This is an optimization exercise on Yosys and OpenROAD, whose aim is small area, a short achievable clock period and few clock cycles per item, not a production implementation. No functional check of the RTL was part of any run shown here.

==> flow/design.v (outline; a module is shown in full before it is edited, if it fits) <==
// module series_eval_engine: 115 lines
// module sev_fa: 4 lines
// module sev_fa1: 4 lines
// module sev_gp: 4 lines
// module sev_pgc: 4 lines
// module sev_bsel: 3 lines
// module sev_bseln: 3 lines
// module sev_benc: 4 lines
// module sev_mx2: 3 lines
// module sev_gc: 3 lines
// module sev_sq16: 643 lines
// module sev_benc16: 18 lines
// module sev_bmul16: 944 lines
// module sev_bmacadd16: 1018 lines
// module sev_bmacsub16: 1069 lines
module series_eval_engine #(
    parameter int WIDTH = 16,
    parameter int TERMS = 4
) (
    input  logic             clk,
    input  logic             rst,
    input  logic             start,
    input  logic [WIDTH-1:0] x,
    input  logic             coef_wr,
    input  logic [2:0]       coef_addr,
    input  logic [WIDTH-1:0] coef_data,
    output logic             busy,
    output logic             done,
    output logic [WIDTH-1:0] result,
    output logic             ovf
);
  // ...
==> flow/run.sh <==
#!/bin/bash
# synth_recipe.tcl (not shown) runs the flow's synth.tcl, then flattens the netlist and writes it again
# the make line also repeats each setting of config.mk as NAME=value (left out here)
make -C /OpenROAD-flow-scripts/flow DESIGN_CONFIG=/design/flow/config.mk WORK_HOME=/design/flow/orfs CLKGATE_MAP_FILE= SYNTH_SCRIPT=/design/flow/synth_recipe.tcl finish
==> flow/config.mk <==
export PLATFORM = sky130hd
export DESIGN_NAME = series_eval_engine
export DESIGN_NICKNAME = series_eval_engine
export VERILOG_FILES = /design/flow/design.v
export SDC_FILE = /design/flow/constraint.sdc
export NUM_CORES = 4
export LEC_CHECK = 0
export CAP_MARGIN = 20
export CORE_MARGIN = 2
export CORE_UTILIZATION = 65
export SLEW_MARGIN = 20
export SYNTH_HIERARCHICAL = 1
==> flow/constraint.sdc <==
create_clock -name core_clock -period 11.0 [get_ports {clk}]
set_input_delay 2.2000 -clock core_clock [delete_from_list [all_inputs] [get_ports {clk}]]
set_output_delay 2.2000 -clock core_clock [all_outputs]
set_load 0.01 [all_outputs]
==> impl_metrics.env, run 1 <==
export IMPL_status="complete, no violations"
export IMPL_die_x_um=312
export IMPL_core_area_mm2=0.0936
export IMPL_start_util_pct=65.7
export IMPL_synth_area_leaders="fa_1, a22oi_2, dfxtp_1, ha_1, xnor2_1"
export IMPL_dp_hpwl_um=108000
export IMPL_use_met3_pct=4.00
export IMPL_multi_input_area_mm2=0.0518
export IMPL_grt_overflow_total=0
export IMPL_worstMarginPinSlew_ps=1200
export IMPL_die_height_um=312
export IMPL_ant_nets=0
export IMPL_path_buf_inv=2
export IMPL_synth_xor_area_share_pct=16.0
export IMPL_post_dp_cell_area_mm2=0.0650
export IMPL_totalWireLength_um=155000
export IMPL_design_area_mm2=0.0666
export IMPL_die_area_mm2=0.0971
export IMPL_max_freq_ghz=0.185
export IMPL_crit_path_frequent_cell="a21o_1"
export IMPL_nNonClkBuffers=238
export IMPL_grt_pass1_wl_um=253000
export IMPL_worstPathRequired_ps=11540
export IMPL_multi_input_comb_cells=4550
export IMPL_cp_max_fo=19
export IMPL_antenna_cells=0
export IMPL_n_clock_buffer=61
export IMPL_startpoint="c3_q[0]"
export IMPL_h_tree_depth=2
export IMPL_synth_compound_area_share_pct=25.8
export IMPL_worstHoldStart="w1a_q[0]"
export IMPL_netlist_area_mm2=0.0615
==> run 2, diff against run 1 <==
==> flow/flow/run.sh (new file) <==
#!/bin/bash
set -euo pipefail
export SETUP_SLACK_MARGIN=7
bash standard.sh > standard_flow.log 2>&1
==> flow/standard.sh (new file) <==
#!/bin/bash
# synth_recipe.tcl (not shown) runs the flow's synth.tcl, then flattens the netlist and writes it again
# the make line also repeats each setting of config.mk as NAME=value (left out here)
make -C /OpenROAD-flow-scripts/flow DESIGN_CONFIG=/design/flow/config.mk WORK_HOME=/design/flow/orfs CLKGATE_MAP_FILE= SYNTH_SCRIPT=/design/flow/synth_recipe.tcl "${@:-finish}"
removed: flow/run.sh
==> run 2 against run 1 <==
- synthesized area is the same
- final area grew 17%
- critical path depth shrank 2
- first-iteration DRC count grew 77%
- final cell count grew 10%
- clock-buffer cell count grew 5
- sequential share of layout area shrank 0.78 points
- critical endpoint is now ovf3_q
- highest routed layer unchanged
==> impl_metrics.env, run 2 <==
export IMPL_grt_max_degree=56
export IMPL_async_reset_ff_share_pct=26.0
export IMPL_viasPerCell=6.58
export IMPL_ant_nets=0
export IMPL_yosysWarningCount=7
export IMPL_yosys_area_share_simple_pct=5.88
export IMPL_skew_ps=57.7
export IMPL_layout_common_cells="a22oi_2, buf_4, fa_1"
export IMPL_cpPeakStageDelay_ps=570
export IMPL_crit_slowest_cell="fa_1"
export IMPL_hold_viol_final=0
export IMPL_synth_area_leaders="fa_1, a22oi_2, dfxtp_1, ha_1, xnor2_1"
export IMPL_layout_cells_most_common="a22oi_2"
export IMPL_place_gp_congestion=0.851
export IMPL_grt_total_usage_pct=40.9
export IMPL_netlist_top_cells_count="a22oi_2, fa_1, xnor2_1"
export IMPL_synthAdderAreaFrac_pct=33.8
export IMPL_cts_sinks=412
export IMPL_num_vias=49201
export IMPL_synth_top_family_by_area="adder cells"
export IMPL_worstSetupPathType="reg2reg"
export IMPL_die_area_mm2=0.0971
export IMPL_crit_path_frequent_cell="fa_1"
export IMPL_drv_slew=0
export IMPL_endpoint_kind="flop"
export IMPL_syn_inst=5155
export IMPL_wl_per_cell_um=27.7
export IMPL_setup_viol_count_final=0
export IMPL_ctsHoldBuffers=0
export IMPL_max_freq_ghz=0.209
export IMPL_worstMarginPinSlew_ps=1080
export IMPL_area_delta_synth_final_pct=26.3
export IMPL_clkLatencyLatePin_ps=690
export IMPL_synth_edf_count=0
export IMPL_synthDistinctLibCells=51
export IMPL_grt_pass1_vias=51291
export IMPL_fin_crit_ps=4790
export IMPL_drtPass1Iterations=6
export IMPL_die_height_um=312
export IMPL_io_buffer_count=57
export IMPL_period_share_pct=43.5
export IMPL_synth_top_cell_by_area="fa_1"
export IMPL_grt_overflow_total=0
export IMPL_synth_seq_cells=412
export IMPL_crit_chain="buf_6 > a22oi_2 > xor2_1 > fa_1 > fa_1 > fa_1 > fa_1 > ha_4 > and3_1 > and2_1 > a21o_4 > a21o_1 > a21o_1 > mux2_4"
export IMPL_hold_slack_ps=307
export IMPL_worstPathRequired_ps=11540
export IMPL_clkSlewWorstSetupHoldPaths_ps=60
export IMPL_totalWireLength_um=207000
export IMPL_fillers=5213
export IMPL_synth_compound_area_share_pct=25.8
export IMPL_drc=0
export IMPL_grt_setup_unrepaired="true"
export IMPL_antenna_found_initial=3
export IMPL_cap_violations=0
export IMPL_arrival_ps=5330
export IMPL_cts_max_path_buffers=3
export IMPL_yosys_area_top_type_share_pct=24.4
export IMPL_status="complete, no violations"
export IMPL_drive_gt1_share_pct=44.5
export IMPL_cts_made_buffers=51
export IMPL_root_buffer="clkbuf_16"
export IMPL_die_x_um=312
export IMPL_finalNetCount=7426
export IMPL_seq_area_frac_synth_pct=14.3
export IMPL_synth_most_common_cell="a22oi_2"
export IMPL_grt_pass1_wl_um=307000
export IMPL_core_area_mm2=0.0936
export IMPL_h_tree_depth=2
export IMPL_tns_ps=0
export IMPL_synthFlopType="dfxtp_1"
export IMPL_hp_class="reg2reg"
export IMPL_slew_headroom_pct=27.9
export IMPL_netlist_area_mm2=0.0615
export IMPL_io_pins=58
export IMPL_drt_initial_drc_count=4341
export IMPL_tritoncts="yes"
export IMPL_muxShareOfSynthArea_pct=1.95
export IMPL_startpoint_type="flop"
export IMPL_dp_hpwl_um=108000
export IMPL_fp_row_count=112
export IMPL_syn_area_per_cell_um2=11.9
export IMPL_synth_xor_area_share_pct=16.0
export IMPL_cp_max_fo=7
export IMPL_start_util_pct=65.7
-- run 2: repair_timing --
| item | 4_1_cts | 5_1_grt |
|---|---|---|
| resized for setup | 428 | 156 |
| endpoints found under the setup margin | 138 | 139 |
| buffers inserted | 660 | 201 |
| gates cloned | 7 | 1 |
| pin swaps | 163 | 171 |
-- run 2: through the flow --
stage / setup WS (ps) / instance area [µm²] / cells / utilization [%]
5_1_grt: 6150 / 77700 / 7471 / 83.0
6_report: 6210 / 77700 / 7472 / 83.0
2_1_floorplan: 6280 / 63300 / 5258 / -
3_5_place_dp: 5930 / 64900 / 6506 / 69.4
4_1_cts: 6350 / 75200 / 7269 / 80.3
3_3_place_gp: 5930 / 64900 / 6506 / 69.4
-- run 2: kinds of logic after synthesis --
| logic type | Yosys count |
|---|---|
| other | 21 |
| adder cells (fa/ha/maj) | 1213 |
| AO/OA/AOI/OAI | 1453 |
| AND/OR/NAND/NOR | 535 |
| flip-flops | 412 |
| buffers and inverters | 296 |
| XOR/XNOR | 1126 |
| multiplexers | 99 |
-- run 2: Yosys stat by module (local to each module, per instance), excerpt --
module              flip-flops and latches  times used  area [µm²]  cells inside
series_eval_engine                     412           1       10100           530
sev_sq16                                 0           1        1200           196
sev_bmacsub16                            0           2         612            85
sev_bmacadd16                            0           1         594            78
sev_bmul16                               0           4         443            63
sev_benc                                 0          40        31.3             4
sev_fa1                                  0          39        27.5             5
sev_bsel                                 0         656        21.3             2
sev_mx2                                  0           3        15.0             1
sev_gp                                   0         425        12.5             1
sev_gc                                   0         448        7.51             1
-- run 2: final timing paths --
path,cells after the start,from,to,slack (ps)
max,14,x3_q[11],ovf3_q,6210
max in group asynchronous,4,rst,c1_q[1],7470
min in group asynchronous,3,rst,w3v_q,2120
min reg2reg,0,acc1_q[2],acc2_q[2],310
min,0,acc1_q[2],acc2_q[2],310
max reg2reg,14,x3_q[11],ovf3_q,6210
-- run 2: area by class of cell --
type                       instances  area, µm²  area share, %
clock buffer                      66       1460           1.88
sequential                       412       9690           12.5
timing repair buffer             923       9310           12.0
antenna                            1       2.50        0.00322
inverter                         228        860           1.11
clock inverter                    30        348          0.448
multi-input combinational       4558      54400           70.1
tap                             1254       1570           2.02
-- run 2: layer usage --
metal | GRT usage [%] | wire length, µm | vias to the layer above
li1 | - | - | 20448
met4 | 27.2 | 16300 | 4
met5 | 0 | 30 | -
met2 | 66.9 | 97500 | 2836
met3 | 7.50 | 17200 | 985
met1 | 49.5 | 75800 | 24928
-- run 2: worst max-delay path: cells and delay by family, from the launching register on --
| family | cells | cell delay (ps) |
|---|---|---|
| AOI/OAI and AO/OA | 4 | 780 |
| xor gates and xnor gates | 1 | 270 |
| adders and majority gates | 5 | 2300 |
| buffers and inverters | 1 | 190 |
| DFF | 1 | 430 |
| muxes | 1 | 300 |
| and+or+nand+nor | 2 | 390 |
==> run 3, diff against run 2 <==
==> flow/run.sh (new file) <==
#!/bin/bash
# synth_recipe.tcl (not shown) runs the flow's synth.tcl, then flattens the netlist and writes it again
# the make line also repeats each setting of config.mk as NAME=value (left out here)
make -C /OpenROAD-flow-scripts/flow DESIGN_CONFIG=/design/flow/config.mk WORK_HOME=/design/flow/orfs CLKGATE_MAP_FILE= SYNTH_SCRIPT=/design/flow/synth_recipe.tcl finish
--- a/flow/config.mk
+++ b/flow/config.mk
@@ -6,7 +6,7 @@
 export NUM_CORES = 4
 export LEC_CHECK = 0
-export CAP_MARGIN = 20
+export CAP_MARGIN = 50
 export CORE_MARGIN = 2
 export CORE_UTILIZATION = 65
-export SLEW_MARGIN = 20
+export SLEW_MARGIN = 75
 export SYNTH_HIERARCHICAL = 1
removed: flow/flow/run.sh
removed: flow/standard.sh
==> run 3 against run 2 <==
- wire length fell by 24%
- clock skew fell by 24 ps
- non-clock buffer count fell by 630
- final cell count fell by 8.6%
- fmax fell by 6.3%
- hold slack improved by 19 ps
- via count fell by 13%
- sequential cell count did not move
- highest routed layer unchanged
==> impl_metrics.env, run 3 <==
export IMPL_cap_violations=0
export IMPL_r2r_end="ovf3_q"
export IMPL_worstPathRequired_ps=11530
export IMPL_skew_ps=33.8
export IMPL_fp_row_count=112
export IMPL_die_x_um=312
export IMPL_io_pins=58
export IMPL_worstHoldStart="w1d_q[4]"
export IMPL_grt_overflow_total=0
export IMPL_antenna_found_initial=4
export IMPL_cts_made_buffers=48
export IMPL_arrival_ps=5640
export IMPL_root_buffer="clkbuf_16"
export IMPL_met3WireLength_um=8020
export IMPL_die_height_um=312
export IMPL_clkLatencyLatePin_ps=640
export IMPL_max_freq_ghz=0.196
export IMPL_met1_length_um=66700
export IMPL_period_share_pct=46.4
export IMPL_layout_common_cells="a22oi_2, fa_1, xnor2_1"
export IMPL_drive_gt1_share_pct=29.3
export IMPL_holdPathEnd="w2d_q[4]"
export IMPL_post_dp_cell_area_mm2=0.0664
export IMPL_endpoint_kind="flop"
export IMPL_drt_initial_drc_count=2514
export IMPL_crit_chain="buf_8 > buf_12 > a22oi_2 > xnor2_1 > inv_1 > ha_1 > inv_1 > fa_1 > fa_1 > fa_1 > fa_1 > ha_1 > a21o_1 > a21o_1 > a21o_1 > a21o_1 > a21o_1 > mux2_4"
export IMPL_grt_pass1_vias=46067
export IMPL_synth_seq_cells=412
export IMPL_synth_most_common_cell="a22oi_2"
export IMPL_syn_area_per_cell_um2=11.9
export IMPL_timing_reg2reg_setup_slack_ps=5890
export IMPL_grt_total_usage_pct=32.8
export IMPL_area_delta_synth_final_pct=11.5
export IMPL_hold_viol_final=0
export IMPL_startpoint="x3_q[15]"
export IMPL_min_path_cells=0
export IMPL_hp_class="reg2reg"
export IMPL_ctsHoldBuffers=0
export IMPL_synth_edf_count=0
export IMPL_final_core_util_pct=73.3
export IMPL_yosys_area_top_type_share_pct=24.4
export IMPL_crit_slowest_cell="fa_1"
export IMPL_drtPass1Iterations=5
export IMPL_finalNetCount=6785
export IMPL_synth_area_leaders="fa_1, a22oi_2, dfxtp_1, ha_1, xnor2_1"
export IMPL_layout_cells_most_common="a22oi_2"
export IMPL_num_vias=42761
export IMPL_synthFlopType="dfxtp_1"
export IMPL_postCtsSetupBuffers=0
export IMPL_start_util_pct=65.7
export IMPL_cpPeakStageDelay_ps=510
export IMPL_cp_max_fo=25
export IMPL_io_buffer_count=57
export IMPL_async_reset_ff_share_pct=26.0
export IMPL_tritoncts="yes"
export IMPL_clkSlewWorstSetupHoldPaths_ps=70
export IMPL_reg2reg_depth=18
export IMPL_wl_met2_um=77600
export IMPL_seq_area_frac_synth_pct=14.3
export IMPL_routed_top_layer="met5"
export IMPL_ant_nets=0
export IMPL_crit_path_frequent_cell="a21o_1"
export IMPL_design_area_mm2=0.0686
export IMPL_totalWireLength_um=157000
export IMPL_drv_slew=0
export IMPL_die_area_mm2=0.0971
export IMPL_netlist_area_mm2=0.0615
export IMPL_dp_hpwl_um=111000
export IMPL_drc=0
export IMPL_startpoint_type="flop"
export IMPL_place_gp_congestion=0.845
export IMPL_h_tree_depth=2
export IMPL_viasPerCell=6.26
export IMPL_wl_per_cell_um=23.0
export IMPL_worstSetupPathType="reg2reg"
export IMPL_grt_pass1_wl_um=257000
export IMPL_setup_viol_count_final=0
export IMPL_yosysWarningCount=7
export IMPL_r2r_start="x3_q[15]"
export IMPL_cts_resized_gates=0
export IMPL_synthDistinctLibCells=51
export IMPL_fin_crit_ps=5110
export IMPL_grt_setup_unrepaired="false"
export IMPL_cts_sinks=412
export IMPL_status="complete, no violations"
export IMPL_synth_top_cell_by_area="fa_1"
export IMPL_netlist_top_cells_count="a22oi_2, fa_1, xnor2_1"
export IMPL_core_area_mm2=0.0936
export IMPL_syn_inst=5155
export IMPL_fillers=6841
export IMPL_cts_max_path_buffers=3
export IMPL_tns_ps=0
export IMPL_grt_max_degree=42
run 3: cell types whose count changed in the layout (fill, tap and decap cells not counted), moves of 74 or more:
| cell | before | now |
|---|---|---|
| fa_1 | 629 | 749 |
| buf_12 | 100 | 19 |
| dfxtp_4 | 152 | 28 |
| ha_1 | 378 | 464 |
| ha_4 | 74 | 0 |
| dfxtp_1 | 153 | 235 |
| fa_2 | 120 | 0 |
| buf_4 | 636 | 97 |
run 3: layout make-up:
type	count	area (µm²)	area share, %
multi-input cells	4550	52000	75.8
clock inverters	28	277	0.403
inverters	228	863	1.26
clock buffers	62	1360	1.98
diodes	1	2.50	0.00365
flip-flops and latches	412	9120	13.3
repair buffers	293	3400	4.96
well taps	1254	1570	2.29
run 3: routing by layer:
layer,global-route usage (%),up-vias
met4,11.2,4
li1,-,19152
met1,42.8,22052
met3,4.42,294
met5,0,-
met2,56.0,1259
run 3: Yosys stat by module, one instance, submodules excluded:
module	cell area [µm²]	flip-flops and latches	cells	copies in the design
sev_fa1	27.5	0	5	39
sev_sq16	1200	0	196	1
sev_benc	31.3	0	4	40
sev_gp	12.5	0	1	425
sev_bmacsub16	612	0	85	2
sev_bseln	21.3	0	2	296
sev_mx2	15.0	0	1	3
sev_benc16	63.8	0	9	5
sev_bsel	21.3	0	2	656
sev_gc	7.51	0	1	448
sev_fa	20.0	0	1	749
series_eval_engine	10100	412	530	1
sev_bmacadd16	594	0	78	1
sev_bmul16	443	0	63	4
run 3: cell families (layout without fill, tap and decap cells):
family,count (synthesis),in the layout,share of synthesized area (%)
DFF,412,412,14.3
other,21,125,0.128
muxes,99,99,1.95
and+or+nand+nor,535,535,5.88
buffers and inverters,296,611,2.13
AOI/OAI and AO/OA,1453,1453,25.8
adders and majority gates,1213,1213,33.8
xor gates and xnor gates,1126,1126,16.0
run 3: worst max-delay path by stage:
stage                   to  slack (ps)  depth (start not counted)
finish              ovf3_q        5890                         18
detailed placement  ovf3_q        5930                         18
global route        ovf3_q        5670                         18
CTS                 ovf3_q        5900                         18
floorplan           ovf3_q        5150                         16
global placement     ovf_q        5690                         13
run 3: stage by stage:
step | instances | worst slack, ps | hold slack (ps)
2_1_floorplan | 5258 | 5150 | 310
3_3_place_gp | 6681 | 5690 | 311
3_5_place_dp | 6714 | 5930 | 312
4_1_cts | 6804 | 5900 | 323
5_1_grt | 6827 | 5670 | 327
6_report | 6828 | 5890 | 325
run 3: worst max-delay path: cells and delay by family (launching register included):
kind,cells,cell delay [ps]
compound gates,6,1180
fa+ha+maj,6,2380
xor+xnor,1,160
buf+inv,4,620
mux,1,290
flops,1,340

afterwards: timing with drivers on the ports:
In the flow no input, the clock included, has a driving cell. The finished layouts below were timed again as built, in two steps.
Step 1 sets driving cells, clkbuf_16 on the clock port and buf_2 on the other inputs (assumed; they add their load-dependent delay and slew).
Step 2 times the ports against the registers' clock, not the clock port: input delays grow and output delays shrink by t, the midpoint of the rising clock arrivals with the driver on.
Slacks: ideal / step 1 / step 2; pairs: ideal / step 1.
run | shift t [ns] | slack for setup (ns) | worst hold slack (ns) | worst setup path at the end | pins driven straight from the clock port
run 1 | 0.713 | 5.609 / 5.609 / 5.609 | 0.311 / 0.311 / 0.311 | register to register | 1
run 2 | 0.736 | 6.214 / 6.214 / 6.214 | 0.307 / 0.307 / 0.307 | register to register | 1
run 3 | 0.702 | 5.892 / 5.892 / 5.892 | 0.325 / 0.325 / 0.325 | register to register | 1
After both steps every run listed still meets setup and hold.
